What follows belongs to an exercise in optimizing a design on an open flow for small area, a short achievable clock period and few clock cycles per item; a production flow would make more cautious choices.
In this exercise RTL edits were held to simulation tests only and were not proved equivalent to the original.
No activity file was given, so power comes from the tool's default toggle rates.

// inline_markup_style_parser_core
module inline_markup_style_parser_core (
	input  wire logic        clk,
	input  wire logic        arst_n,
	input  wire logic        items_valid,
	output logic             items_ready,
	input  wire logic [15:0] items_code,
	input  wire logic [1:0]  items_kind,
	output logic             results_valid,
	input  wire logic        results_ready,
	output logic [1:0]       results_event_res,
	output logic [15:0]      results_char_out,
	output logic             results_bold,
	output logic             results_italic,
	output logic             results_underline,
	output logic             results_strike,
	output logic             results_last
);
Size: about 79 flip-flops, roughly 47 I/O pins.
==> flow/config.mk <==
export PLATFORM = sky130hd
export DESIGN_NAME = inline_markup_style_parser_core
export DESIGN_NICKNAME = inline_markup_style_parser_core
export VERILOG_FILES = /design/flow/design.v
export SDC_FILE = /design/flow/constraint.sdc
export NUM_CORES = 4
export LEC_CHECK = 0
export CAP_MARGIN = 20
export CORE_MARGIN = 2
export CORE_UTILIZATION = 60
export SLEW_MARGIN = 20
==> flow/constraint.sdc <==
create_clock -name core_clock -period 11.0 [get_ports {clk}]
set_input_delay 2.2000 -clock core_clock [delete_from_list [all_inputs] [get_ports {clk}]]
set_output_delay 2.2000 -clock core_clock [all_outputs]
set_load 0.01 [all_outputs]
standard.sh (not shown) runs the stock make flow with config.mk's settings and CLKGATE_MAP_FILE= SYNTH_SCRIPT=/design/flow/synth_recipe.tcl, a recipe that flattens the netlist after the stock synthesis.
==> flow/flow/run.sh <==
#!/bin/bash
# Standard synthesis, unchanged; then the standard ORFS layout steps with
# the settings below.
set -euo pipefail
bash standard.sh synth > synth.log 2>&1
bash standard.sh \
  BUFFER_PORTS_ARGS=-buffer_cell\ sky130_fd_sc_hd__buf_2 \
  SETUP_SLACK_MARGIN=7.9 \
  CTS_ARGS=-sink_clustering_enable\ -repair_clock_nets\ -dont_use_dummy_load \
  finish > layout.log 2>&1
Testbench counts at the start, summed over its fixed seeds: cycles 40,349, items 40,240.
Change:
--- a/flow/design.v
+++ b/flow/design.v
@@ -279,48 +279,42 @@
 		|| ((items_code[15:8] == 8'h00) && (items_code[7:0] == 8'h5C || items_code[7:0] == 8'h2A
 		|| items_code[7:0] == 8'h5F || items_code[7:0] == 8'h7E));
 	logic plain;
 	assign plain = !(is_bs || (is_lt && cent_q) || is_st || is_ul || is_tl);
 	assign two   = in_body && k_char && (
 		(zero_q && !first_q && !pp_q && (is_gt || plain))
 		|| ((pend_q == P_TL || pend_q == P_LT) && plain));
 	assign adv     = i_v && or_free;
 	assign consume = adv && (step_q || !two);
 	assign i_free  = !i_v || consume;
-	logic        e_v, e_last;
+	logic        e_v, e_last, e_a;
 	logic [1:0]  e_ev;
 	logic [15:0] e_ch;
 	logic [3:0]  e_sty;
-	logic flush_bs, flush_tl, b_code, b_cen, b_err, bv;
-	logic x_emit, sel_code, c_tl, c_lt, c_bs, e_para, e_cen, e_err;
-	logic [3:0] tog;
-	assign flush_bs = in_body && !k_char && !zero_q && (pend_q == P_BS);
-	assign flush_tl = in_body && !k_char && !zero_q && (pend_q == P_TL);
-	assign b_code   = in_body && k_char && !(zero_q && is_gt) && ((pend_q == P_BS) || plain);
-	assign b_cen    = in_body && k_char && zero_q && is_gt;
-	assign b_err    = in_hdr && (!k_char || !hdr_ok);
-	assign bv       = b_code || b_cen || b_err || flush_bs || flush_tl;
-	assign x_emit   = !step_q && !has_a && b_code;
-	assign sel_code = (step_q && !bcent_q) || x_emit;
-	assign c_tl     = !step_q && (a_tl || flush_tl);
-	assign c_lt     = !step_q && a_lt;
-	assign c_bs     = !step_q && flush_bs;
-	assign e_para   = !step_q && a_para;
-	assign e_cen    = (step_q && bcent_q) || (!step_q && !has_a && b_cen);
-	assign e_err    = !step_q && b_err;
-	assign tog      = {2'b00, pend_q == P_ST1, pend_q == P_ST2};
-	assign e_v    = i_v && (step_q || has_a || bv);
+	assign e_a    = has_a && !step_q;
+	assign e_v    = i_v && (step_q || has_a || b_v);
 	assign e_last = step_q || !two;
-	assign e_ev   = {e_cen || e_err, e_para || e_err};
-	assign e_ch   = ({16{sel_code}} & i_code) | ({16{c_tl}} & imsp_pkg::CH_TILDE)
-		| ({16{c_lt}} & imsp_pkg::CH_LT) | ({16{c_bs}} & imsp_pkg::CH_BSLASH);
-	assign e_sty  = (sel_code || c_tl || c_lt || c_bs) ? (sty_q ^ (x_emit ? tog : 4'h0)) : 4'h0;
+	always_comb begin
+		if (step_q) begin
+			e_ev  = bcent_q ? imsp_pkg::EV_CENTRE : imsp_pkg::EV_CHAR;
+			e_ch  = bcent_q ? 16'h0000 : i_code;
+			e_sty = bcent_q ? 4'h0 : sty_q;
+		end else if (has_a) begin
+			e_ev  = a_para ? imsp_pkg::EV_PARA : imsp_pkg::EV_CHAR;
+			e_ch  = a_tl ? imsp_pkg::CH_TILDE : (a_lt ? imsp_pkg::CH_LT : 16'h0000);
+			e_sty = a_para ? 4'h0 : sty_q;
+		end else begin
+			e_ev  = b_ev;
+			e_ch  = b_ch;
+			e_sty = b_sty;
+		end
+	end
 	always_ff @(posedge clk or negedge arst_n) begin
 		if (!arst_n) begin
 			s_v     <= 1'b0;
 			rdy_q   <= 1'b0;
 			i_v     <= 1'b0;
 			o_v     <= 1'b0;
 			pp_q    <= 1'b0;
 			step_q  <= 1'b0;
 			ph_q    <= 4'd0;
 			body_q  <= 1'b0;
@@ -356,21 +350,21 @@
 	always_ff @(posedge clk) begin
 		if (!s_v) begin
 			s_code <= u_code;
 			s_nc   <= u_nc;
 		end
 		if (i_free) begin
 			i_code <= s_v ? s_code : u_code;
 			i_nc   <= s_v ? s_nc : u_nc;
 		end
 		if (adv && !step_q) begin
-			bcent_q <= b_cen;
+			bcent_q <= (b_ev == imsp_pkg::EV_CENTRE);
 		end
 		if (or_free) begin
 			o_last <= pre_ok ? pp_last : e_last;
 			o_ev   <= {e_ev[1], e_ev[0] || pre_para};
 			o_ch   <= e_ch;
 			o_sty  <= e_sty;
 		end
 	end
 	assign results_valid     = o_v;
 	assign results_event_res = o_ev;
Effect: Register-to-register slack degrades by 0.11 ns. Global-route usage increases by 0.89 points. Synthesized area decreases by 0.41%. Worst setup slack degrades by 0.027 ns. Wire length increases by 1.8%. Power decreases by 0.45%. Maximum frequency decreases by 0.88%. Die area decreases by 0.39%. Design area increases by 0.48%.
Testbench counts after the change, summed over its fixed seeds: cycles 40,349, items 40,240.

-- what the ideal ports hide --
In the flow no input, the clock included, has a driving cell. The finished layouts below were timed again as built, in two steps.
Step 1 sets driving cells, clkbuf_16 on the clock port and buf_2 on the other inputs (assumed; they add their load-dependent delay and slew).
Step 2 moves the port delays by t, midway between the first and last clock arrival at a register: inputs arrive t later, outputs are due t later. That takes back most of the time a late clock gives input paths.
Slacks: ideal / step 1 / step 2; pairs: ideal / step 1.
| run | t, ns | slack for setup (ns) | latest minus earliest clock arrival (ns) | worst register clock-pin slew, ns |
|---|---|---|---|---|
| the first run | 0.372 | 7.930 / 7.900 / 7.580 | 0.030 / 0.031 | 0.09 / 0.09 |
| the second run | 0.381 | 7.903 / 7.872 / 7.519 | 0.034 / 0.034 | 0.09 / 0.09 |
After both steps every run listed still meets setup and hold. The setup slack of the second run, which loses most, moves by -0.031 ns with the drivers and by -0.384 ns with both steps.
